From an optimization exercise on the open Yosys and OpenROAD flow, aimed at small area; shortcuts taken in it are not production practice. In this exercise RTL edits were held to simulation tests only and were not proved equivalent to the original. Power and IR drop assume default switching activity.

Design trafficGenerator, start of the top module:
module trafficGenerator
(
	input logic update,
	input logic rst,
	input logic moveTick,
	input logic [9:0] xCount,
	input logic [9:0] yCount,
	output logic [115-1:0] traffic
);
Size in the first run: roughly 1000 cells after synthesis, about 39 flip-flops, roughly 0.0058 sq mm of cells after synthesis.
clock: 5.0 ns
lec_check: 0
abc_area: 1
cap_margin: 20
core_margin: 2
core_utilization: 40
slew_margin: 20
run.sh (not shown) runs the stock make flow with config.mk's settings and CLKGATE_MAP_FILE= SYNTH_SCRIPT=/design/flow/synth_recipe.tcl, a recipe that flattens the netlist after the stock synthesis.
The starting point produced a clean layout.
==> next run, changes <==
- ABC_AREA: 1 -> unset
=> The new run passed the timing, design-rule and antenna checks; setup slack degrades by 60 ps; synthesized cell count is lower by 21%; core utilization rose by 3.1 points.


## run 1
Another version of the RTL of trafficGenerator (not shown whole).
Size in the first run: roughly 670 cells after synthesis, roughly 39 flip-flops, ~140 I/O pins, about 4600 um2 of cells after synthesis.
// trafficGenerator
module trafficGenerator
(
	input logic update,
	input logic rst,
	input logic moveTick,
	input logic [9:0] xCount,
	input logic [9:0] yCount,
	output logic [115-1:0] traffic
);
clock: 5.0 ns
lec_check: 0
abc_area: 1
cap_margin: 10
core_margin: 2
core_utilization: 50
cts_buf_list: sky130_fd_sc_hd__clkbuf_8
cts_cluster_diameter: 200
cts_cluster_size: 50
slew_margin: 10
standard.sh (not shown) runs the stock make flow with config.mk's settings and CLKGATE_MAP_FILE= SYNTH_SCRIPT=/design/flow/synth_recipe.tcl, a recipe that flattens the netlist after the stock synthesis.
==> flow/flow/run.sh <==
#!/bin/bash
# The standard layout (as standard.sh runs it) with these changes:
#  - synthesis maps the logic with ABC's area script flow/area.abc (flow/synth.tcl),
#  - ports are buffered with sky130_fd_sc_hd__buf_1 instead of the flow's pick,
#  - after the floorplan, the constant outputs share one tie cell (flow/merge_ties.tcl).
# Each tool's output goes to a log here (make.log, merge_ties.log, write_def.log);
# ORFS's own logs stay under orfs/logs.
set -euo pipefail
W=$PWD
export AREA_ABC_SCRIPT=$W/flow/area.abc
export BUFFER_PORTS_ARGS="-buffer_cell sky130_fd_sc_hd__buf_1"
# one clock cluster, no dummy loads
export CTS_ARGS="-sink_clustering_enable -repair_clock_nets -buf_list sky130_fd_sc_hd__clkbuf_8 -sink_clustering_size 50 -sink_clustering_max_diameter 500 -dont_use_dummy_load -sink_clustering_levels 1"
R=$W/orfs/results/$FLOW_PLATFORM/trafficGenerator/base
orfs() {
  make -C "$FLOW_HOME" DESIGN_CONFIG="$W/config.mk" WORK_HOME="$W/orfs" CLKGATE_MAP_FILE= \
    SYNTH_SCRIPT="$W/flow/synth.tcl" "$@"
}
orfs floorplan > "$W/make_floorplan.log" 2>&1
TIE_ODB=$R/2_floorplan.odb openroad -no_init -exit "$W/flow/merge_ties.tcl" > "$W/merge_ties.log" 2>&1
orfs finish > "$W/make.log" 2>&1
: # left out here: write the final layout as DEF
==> flow/flow/area.abc <==
strash
&get -n
&fraig -x
&put
scorr
dc2
balance
rewrite
refactor
balance
rewrite
rewrite -z
balance
refactor -z
rewrite -z
balance
dc2
strash
&get -n
&dch -f
&nf -R 1000 -p
&put
==> flow/flow/merge_ties.tcl <==
# Drive all constant outputs from one tie cell: the floorplan gives each constant
# load a tie cell of its own.
read_db $::env(TIE_ODB)
set block [ord::get_db_block]
set keep {}
set merged 0
foreach inst [$block getInsts] {
  if {[[$inst getMaster] getName] ne "sky130_fd_sc_hd__conb_1"} { continue }
  set hiTerm [$inst findITerm HI]
  set loTerm [$inst findITerm LO]
  if {[$hiTerm getNet] ne "NULL" || [$loTerm getNet] eq "NULL"} { continue }
  set net [$loTerm getNet]
  if {$keep eq {}} { set keep $net; continue }
  foreach it [$net getITerms] {
    if {[$it getInst] eq $inst} { continue }
    $it disconnect
    $it connect $keep
  }
  foreach bt [$net getBTerms] {
    $bt disconnect
    $bt connect $keep
  }
  $loTerm disconnect
  odb::dbInst_destroy $inst
  odb::dbNet_destroy $net
  incr merged
}
if {$keep ne {}} { puts "merged $merged tie cells into [$keep getName]" }
write_db $::env(TIE_ODB)
Other scripts of this flow, unchanged in this note and not shown: flow/flow/synth.tcl
Relative to run 1, the following input files were edited for run 2:
-- flow/flow/run.sh --
<<< run 1, line 11
export BUFFER_PORTS_ARGS="-buffer_cell sky130_fd_sc_hd__buf_1"
# one clock cluster, no dummy loads
export CTS_ARGS="-sink_clustering_enable -repair_clock_nets -buf_list sky130_fd_sc_hd__clkbuf_8 -sink_clustering_size 50 -sink_clustering_max_diameter 500 -dont_use_dummy_load -sink_clustering_levels 1"
R=$W/orfs/results/$FLOW_PLATFORM/trafficGenerator/base
>>> run 2, line 11
export BUFFER_PORTS_ARGS="-buffer_cell sky130_fd_sc_hd__buf_1"
R=$W/orfs/results/$FLOW_PLATFORM/trafficGenerator/base
-- flow/config.mk --
<<< run 1, line 14
export CTS_CLUSTER_SIZE = 50
export SLEW_MARGIN = 10
>>> run 2, line 14
export CTS_CLUSTER_SIZE = 50
export PLACE_DENSITY = 0.75
export SLEW_MARGIN = 10
Results
Sort run 1 and run 2 by post-route cell area asc -> top: run 1. Compared to run 1, run 2 leaves less free space in the core. Re area after detailed placement: run 2 is 60 um2 up on run 1. Run 2 vs. run 1: final setup slack of the worst path went up by 0.026 ns. Run 2 ends up with a first-pass GRT wire length that is 2000 um higher than in run 1. Run 1 vs run 2, capture point of the critical path: traffic[88] vs traffic[0]. Run 2: post-route non-filler standard cell count is about 1.3% higher than what run 1 reported. Summary — number of buffers and inverters on the critical path, run 2 relative to run 1: higher, by 2. The final reports for run 2 and run 1 show overall track demand over capacity in global routing higher in the former. Arrival time of the worst setup path is lower on run 2. Lower fraction of power consumed by combinational cells was reported by run 2, not run 1.
> inputs changed (run 2 -> run 3)
==> flow/flow/run.sh <==
#!/bin/bash
# The standard layout (as standard.sh runs it) with two changes:
#  - synthesis maps the logic with ABC's area script flow/area.abc (flow/synth.tcl),
#  - ports are buffered with sky130_fd_sc_hd__buf_1 instead of the flow's pick.
# Every tool's output goes to make.log here; ORFS's own logs stay under orfs/logs.
set -euo pipefail
W=$PWD
export AREA_ABC_SCRIPT=$W/flow/area.abc
export BUFFER_PORTS_ARGS="-buffer_cell sky130_fd_sc_hd__buf_1"
make -C "$FLOW_HOME" DESIGN_CONFIG="$W/config.mk" WORK_HOME="$W/orfs" CLKGATE_MAP_FILE= \
  SYNTH_SCRIPT="$W/flow/synth.tcl" finish > "$W/make.log" 2>&1
R=$W/orfs/results/$FLOW_PLATFORM/trafficGenerator/base
: # left out here: write the final layout as DEF
==> flow/flow/area.abc <==
strash
&get -n
&fraig -x
&put
scorr
dc2
strash
&get -n
&dch -f
&nf -R 1000
&put
-- flow/config.mk --
<<< run 2, line 11
export CORE_UTILIZATION = 50
export CTS_BUF_LIST = sky130_fd_sc_hd__clkbuf_8
export CTS_CLUSTER_DIAMETER = 200
export CTS_CLUSTER_SIZE = 50
export PLACE_DENSITY = 0.75
export SLEW_MARGIN = 10
>>> run 3, line 11
export CORE_UTILIZATION = 50
export CTS_BUF_LIST = sky130_fd_sc_hd__clkbuf_4
export GPL_TIMING_DRIVEN = 0
export SLEW_MARGIN = 10
removed: flow/flow/merge_ties.tcl
Findings:
Run 2 | stages: all done | timing, DRC, antenna: all pass. Both conditions hold for run 3: the flow ran to the end and the final layout passed the timing, design-rule and antenna checks. Per the comparison of run 3 with run 2, global routing met3 resource utilization climbed 0.65 points; count of distinct cell types in the synthesized netlist lost 10; register fraction of the total cell area went down by 1.4 points. Diff run 2 -> run 3 | smallest setup slack after layout | decrease of 0.098 ns.
--- input diff run 3..run 4 ---
-- flow/config.mk --
<<< run 3, line 8
export ABC_AREA = 1
export CAP_MARGIN = 10
export CORE_MARGIN = 2
export CORE_UTILIZATION = 50
export CTS_BUF_LIST = sky130_fd_sc_hd__clkbuf_4
export GPL_TIMING_DRIVEN = 0
export SLEW_MARGIN = 10
>>> run 4, line 8
export ABC_AREA = 1
export CAP_MARGIN = 20
export CORE_MARGIN = 2
export CORE_UTILIZATION = 40
export SLEW_MARGIN = 20
Results
Per the comparison of run 4 with run 3, insertion delay to the later sink of the worst-skew pair shows a reduction of 0.07 ns, fraction of power consumed by sequential logic shows an increase of 0.2 points, relative contribution of combinational cells to total power shows a reduction of 5.3 points, final worst-path cycle share shows a reduction of 2.3 points, chip height shows an increase of 11%.
On final worst clock skew, run 4 does better than run 3.
Compared run 4 vs run 3, and fraction of final layout cells sized beyond drive strength 1 is down in run 4.
Input-level comparison between run 5 and run 4:
==> flow/flow/area.abc <==
strash
&get -n
&fraig -x
&put
scorr
dc2
balance
rewrite
refactor
balance
rewrite
rewrite -z
balance
refactor -z
rewrite -z
balance
dc2
strash
&get -n
&dch -f
&nf -R 1000 -p
&put
-- flow/config.mk --
<<< run 4, line 8
export ABC_AREA = 1
export CAP_MARGIN = 20
export CORE_MARGIN = 2
export CORE_UTILIZATION = 40
export SLEW_MARGIN = 20
>>> run 5, line 8
export ABC_AREA = 1
export CAP_MARGIN = 10
export CORE_MARGIN = 2
export CORE_UTILIZATION = 50
export CTS_BUF_LIST = sky130_fd_sc_hd__clkbuf_8
export CTS_CLUSTER_DIAMETER = 200
export CTS_CLUSTER_SIZE = 50
export SLEW_MARGIN = 10
Run 5 vs run 4: met2 usage in global routing up
| delay contributed by the slowest stage of the critical path | lower: run 4 |
Relative to run 4, final clock period utilization by the worst path has gone up in run 5.
[run 5 vs run 4] post-placement setup slack: lower in run 5
Run 5 went all the way through the flow, and no timing, DRC or antenna check failed.
Diff run 4 -> run 5: overall power consumption fell 9.7%, global-route usage shows an increase of 5.7 points, mux contribution to synthesized area comparable, arithmetic-cell share of the synthesized area counting full adders, half adders and majority gates has increased, total routed wirelength shows a reduction of about 5.5%.
Run 5 vs run 4 — synthesized area per cell rose 0.69%.


Starting RTL as in the previous note.
==> flow/config.mk <==
export PLATFORM = sky130hd
export DESIGN_NAME = trafficGenerator
export DESIGN_NICKNAME = trafficGenerator
export VERILOG_FILES = /design/flow/design.v
export SDC_FILE = /design/flow/constraint.sdc
export NUM_CORES = 4
export LEC_CHECK = 0
export ABC_AREA = 1
export CAP_MARGIN = 20
export CORE_MARGIN = 2
export CORE_UTILIZATION = 40
export SLEW_MARGIN = 20
==> flow/constraint.sdc <==
create_clock -name core_clock -period 5.0 [get_ports {update}]
set_input_delay 1.0000 -clock core_clock [delete_from_list [all_inputs] [get_ports {update}]]
set_output_delay 1.0000 -clock core_clock [all_outputs]
set_load 0.01 [all_outputs]
run.sh (not shown) runs the stock make flow with config.mk's settings and CLKGATE_MAP_FILE= SYNTH_SCRIPT=/design/flow/synth_recipe.tcl, a recipe that flattens the netlist after the stock synthesis.
Stock flow here: none of the scripts above is used.
Rerun with:
==> flow/flow/run.sh (new file) <==
#!/bin/bash
# The standard layout (as standard.sh runs it) with two changes:
#  - synthesis maps the logic with ABC's area script flow/area.abc (flow/synth.tcl),
#  - ports are buffered with sky130_fd_sc_hd__buf_1 instead of the flow's pick.
# Every tool's output goes to make.log here; ORFS's own logs stay under orfs/logs.
set -euo pipefail
W=$PWD
export AREA_ABC_SCRIPT=$W/flow/area.abc
export BUFFER_PORTS_ARGS="-buffer_cell sky130_fd_sc_hd__buf_1"
make -C "$FLOW_HOME" DESIGN_CONFIG="$W/config.mk" WORK_HOME="$W/orfs" CLKGATE_MAP_FILE= \
  SYNTH_SCRIPT="$W/flow/synth.tcl" finish > "$W/make.log" 2>&1
R=$W/orfs/results/$FLOW_PLATFORM/trafficGenerator/base
: # left out here: write the final layout as DEF
==> flow/flow/area.abc (new file) <==
strash
&get -n
&fraig -x
&put
scorr
dc2
strash
&get -n
&dch -f
&nf -R 1000
&put
==> flow/flow/synth.tcl (new file) <==
# The standard flow's synthesis script (synth_recipe.tcl) with one change: ABC maps the logic
# with the area script in area.abc instead of the flow's own script.
proc synth {args} { yosys synth -nofsm -noshare {*}$args }
proc abc {args} {
  set out {}
  set skip 0
  foreach a $args {
    if {$skip} { set skip 0; continue }
    if {$a eq "-script" || $a eq "-D"} { set skip 1; continue }
    lappend out $a
  }
  yosys abc -script $::env(AREA_ABC_SCRIPT) {*}$out
}
source $::env(SCRIPTS_DIR)/synth.tcl
# left out here: clear keep_hierarchy, flatten, clean up, hide names made inside functions, write 1_2_yosys.v
==> flow/standard.sh (new file) <==
#!/bin/bash
# synth_recipe.tcl (not shown) runs the flow's synth.tcl, then flattens the netlist and writes it again
# the make line also repeats each setting of config.mk as NAME=value (left out here)
make -C /OpenROAD-flow-scripts/flow DESIGN_CONFIG=/design/flow/config.mk WORK_HOME=/design/flow/orfs CLKGATE_MAP_FILE= SYNTH_SCRIPT=/design/flow/synth_recipe.tcl "${@:-finish}"
--- a/flow/config.mk
+++ b/flow/config.mk
@@ -9 +9 @@
-export CAP_MARGIN = 20
+export CAP_MARGIN = 10
@@ -11,2 +11,5 @@
-export CORE_UTILIZATION = 40
-export SLEW_MARGIN = 20
+export CORE_UTILIZATION = 60
+export CTS_BUF_LIST = sky130_fd_sc_hd__clkbuf_8
+export CTS_CLUSTER_DIAMETER = 200
+export CTS_CLUSTER_SIZE = 50
+export SLEW_MARGIN = 10
removed: flow/run.sh
Effect: Sequential power is higher slightly; maximum frequency decreases slightly; register-to-register slack loses 0.51 ns; worst setup slack got worse by 0.064 ns; clock-buffer cell count went down by 1; core utilization rose by 19 points; synthesized area decreases by about a fifth; wire length drops by roughly a tenth.
Rerun with:
==> flow/flow/run.sh (replaced) <==
#!/bin/bash
# The standard layout (as standard.sh runs it) with these changes:
#  - synthesis maps the logic with ABC's area script flow/area.abc (flow/synth.tcl),
#  - ports are buffered with sky130_fd_sc_hd__buf_1 instead of the flow's pick,
#  - after the floorplan, the constant outputs share one tie cell (flow/merge_ties.tcl).
# Each tool's output goes to a log here (make.log, merge_ties.log, write_def.log);
# ORFS's own logs stay under orfs/logs.
set -euo pipefail
W=$PWD
export AREA_ABC_SCRIPT=$W/flow/area.abc
export BUFFER_PORTS_ARGS="-buffer_cell sky130_fd_sc_hd__buf_1"
export GPL_KEEP_OVERFLOW=0.3
# one clock cluster, no dummy loads
export CTS_ARGS="-sink_clustering_enable -repair_clock_nets -buf_list sky130_fd_sc_hd__clkbuf_8 -sink_clustering_size 50 -sink_clustering_max_diameter 500 -dont_use_dummy_load"
R=$W/orfs/results/$FLOW_PLATFORM/trafficGenerator/base
orfs() {
  make -C "$FLOW_HOME" DESIGN_CONFIG="$W/config.mk" WORK_HOME="$W/orfs" CLKGATE_MAP_FILE= \
    SYNTH_SCRIPT="$W/flow/synth.tcl" "$@"
}
orfs floorplan > "$W/make_floorplan.log" 2>&1
TIE_ODB=$R/2_floorplan.odb openroad -no_init -exit "$W/flow/merge_ties.tcl" > "$W/merge_ties.log" 2>&1
orfs finish > "$W/make.log" 2>&1
: # left out here: write the final layout as DEF
==> flow/flow/area.abc (replaced) <==
strash
&get -n
&fraig -x
&put
scorr
dc2
balance
rewrite
refactor
balance
rewrite
rewrite -z
balance
refactor -z
rewrite -z
balance
dc2
strash
&get -n
&dch -f
&nf -R 1000 -p
&put
==> flow/flow/merge_ties.tcl (new file) <==
# Drive all constant outputs from one tie cell: the floorplan gives each constant
# load a tie cell of its own.
read_db $::env(TIE_ODB)
set block [ord::get_db_block]
set keep {}
set merged 0
foreach inst [$block getInsts] {
  if {[[$inst getMaster] getName] ne "sky130_fd_sc_hd__conb_1"} { continue }
  set hiTerm [$inst findITerm HI]
  set loTerm [$inst findITerm LO]
  if {[$hiTerm getNet] ne "NULL" || [$loTerm getNet] eq "NULL"} { continue }
  set net [$loTerm getNet]
  if {$keep eq {}} { set keep $net; continue }
  foreach it [$net getITerms] {
    if {[$it getInst] eq $inst} { continue }
    $it disconnect
    $it connect $keep
  }
  foreach bt [$net getBTerms] {
    $bt disconnect
    $bt connect $keep
  }
  $loTerm disconnect
  odb::dbInst_destroy $inst
  odb::dbNet_destroy $net
  incr merged
}
if {$keep ne {}} { puts "merged $merged tie cells into [$keep getName]" }
write_db $::env(TIE_ODB)
--- a/flow/config.mk
+++ b/flow/config.mk
@@ -11 +11 @@
-export CORE_UTILIZATION = 60
+export CORE_UTILIZATION = 50
Effect:
- The new run ran to the end with no violations
- clock-buffer cell count fell by 1
- combinational power stays flat
- non-clock buffer count rises by 28
- utilization went down by 10 points
- area after synthesis shrinks by 2.1%
- final cell count is lower by 2.3%
Rerun with:
--- a/flow/flow/run.sh
+++ b/flow/flow/run.sh
@@ -12,3 +11,0 @@
-export GPL_KEEP_OVERFLOW=0.3
-# one clock cluster, no dummy loads
-export CTS_ARGS="-sink_clustering_enable -repair_clock_nets -buf_list sky130_fd_sc_hd__clkbuf_8 -sink_clustering_size 50 -sink_clustering_max_diameter 500 -dont_use_dummy_load"
==> flow/flow/area.abc (replaced) <==
strash
&get -n
&fraig -x
&put
scorr
dc2
strash
&get -n
&dch -f
&nf -R 1000
&put
Cell count rose by 0.33%.
Total power fell by 0.77%.
Worst setup slack gains 0.039 ns.
Global-route usage rose by 0.34 points.
Clock-buffer cell count does not change.
Die area rose by 2.0%.
Synthesized cell count rose by 2.8%.
Design area fell by 1.0%.
Wire length rose by 2.1%.

what the ideal ports hide:
In the flow no input, the clock included, has a driving cell. The finished layouts below were timed again as built, in two steps. Step 1 (the two cells are an assumption about what drives the block):
set clk [get_ports {update}]
set_driving_cell -lib_cell sky130_fd_sc_hd__clkbuf_16 $clk
set_driving_cell -lib_cell sky130_fd_sc_hd__buf_2 [delete_from_list [all_inputs] $clk]
Step 2 also shifts input and output timing later by t, the mid clock arrival at the registers, as if the neighbouring blocks saw the same clock. Slacks: ideal / step 1 / step 2; pairs: ideal / step 1.
run	t (ns)	setup WS [ns]	worst slew at a driven data input, ns	cell pins on the clock port's net
the first run of note 1	0.307	0.169 / 0.136 / 0.443	0.06	1
the second run of note 1	0.316	0.109 / 0.073 / 0.281	0.03	1
run 1	0.308	0.165 / 0.132 / 0.365	0.04	1
run 2	0.331	0.191 / 0.160 / 0.317	0.04	1
run 3	0.370	0.093 / 0.066 / 0.123	0.04	1
run 4	0.318	0.206 / 0.170 / 0.176	0.04	1
run 5	0.325	0.182 / 0.148 / 0.284	0.04	1
the first run of note 3	0.309	0.207 / 0.170 / 0.479	0.03	1
the second run of note 3	0.328	0.144 / 0.114 / 0.094	0.05	1
the third run of note 3	0.321	0.190 / 0.157 / 0.477	0.04	1
the fourth run of note 3	0.321	0.229 / 0.196 / 0.360	0.03	1
After both steps every run listed still meets setup and hold. The setup slack of the second run of note 3, which loses most, moves by -0.030 ns with the drivers and by -0.050 ns with both steps.
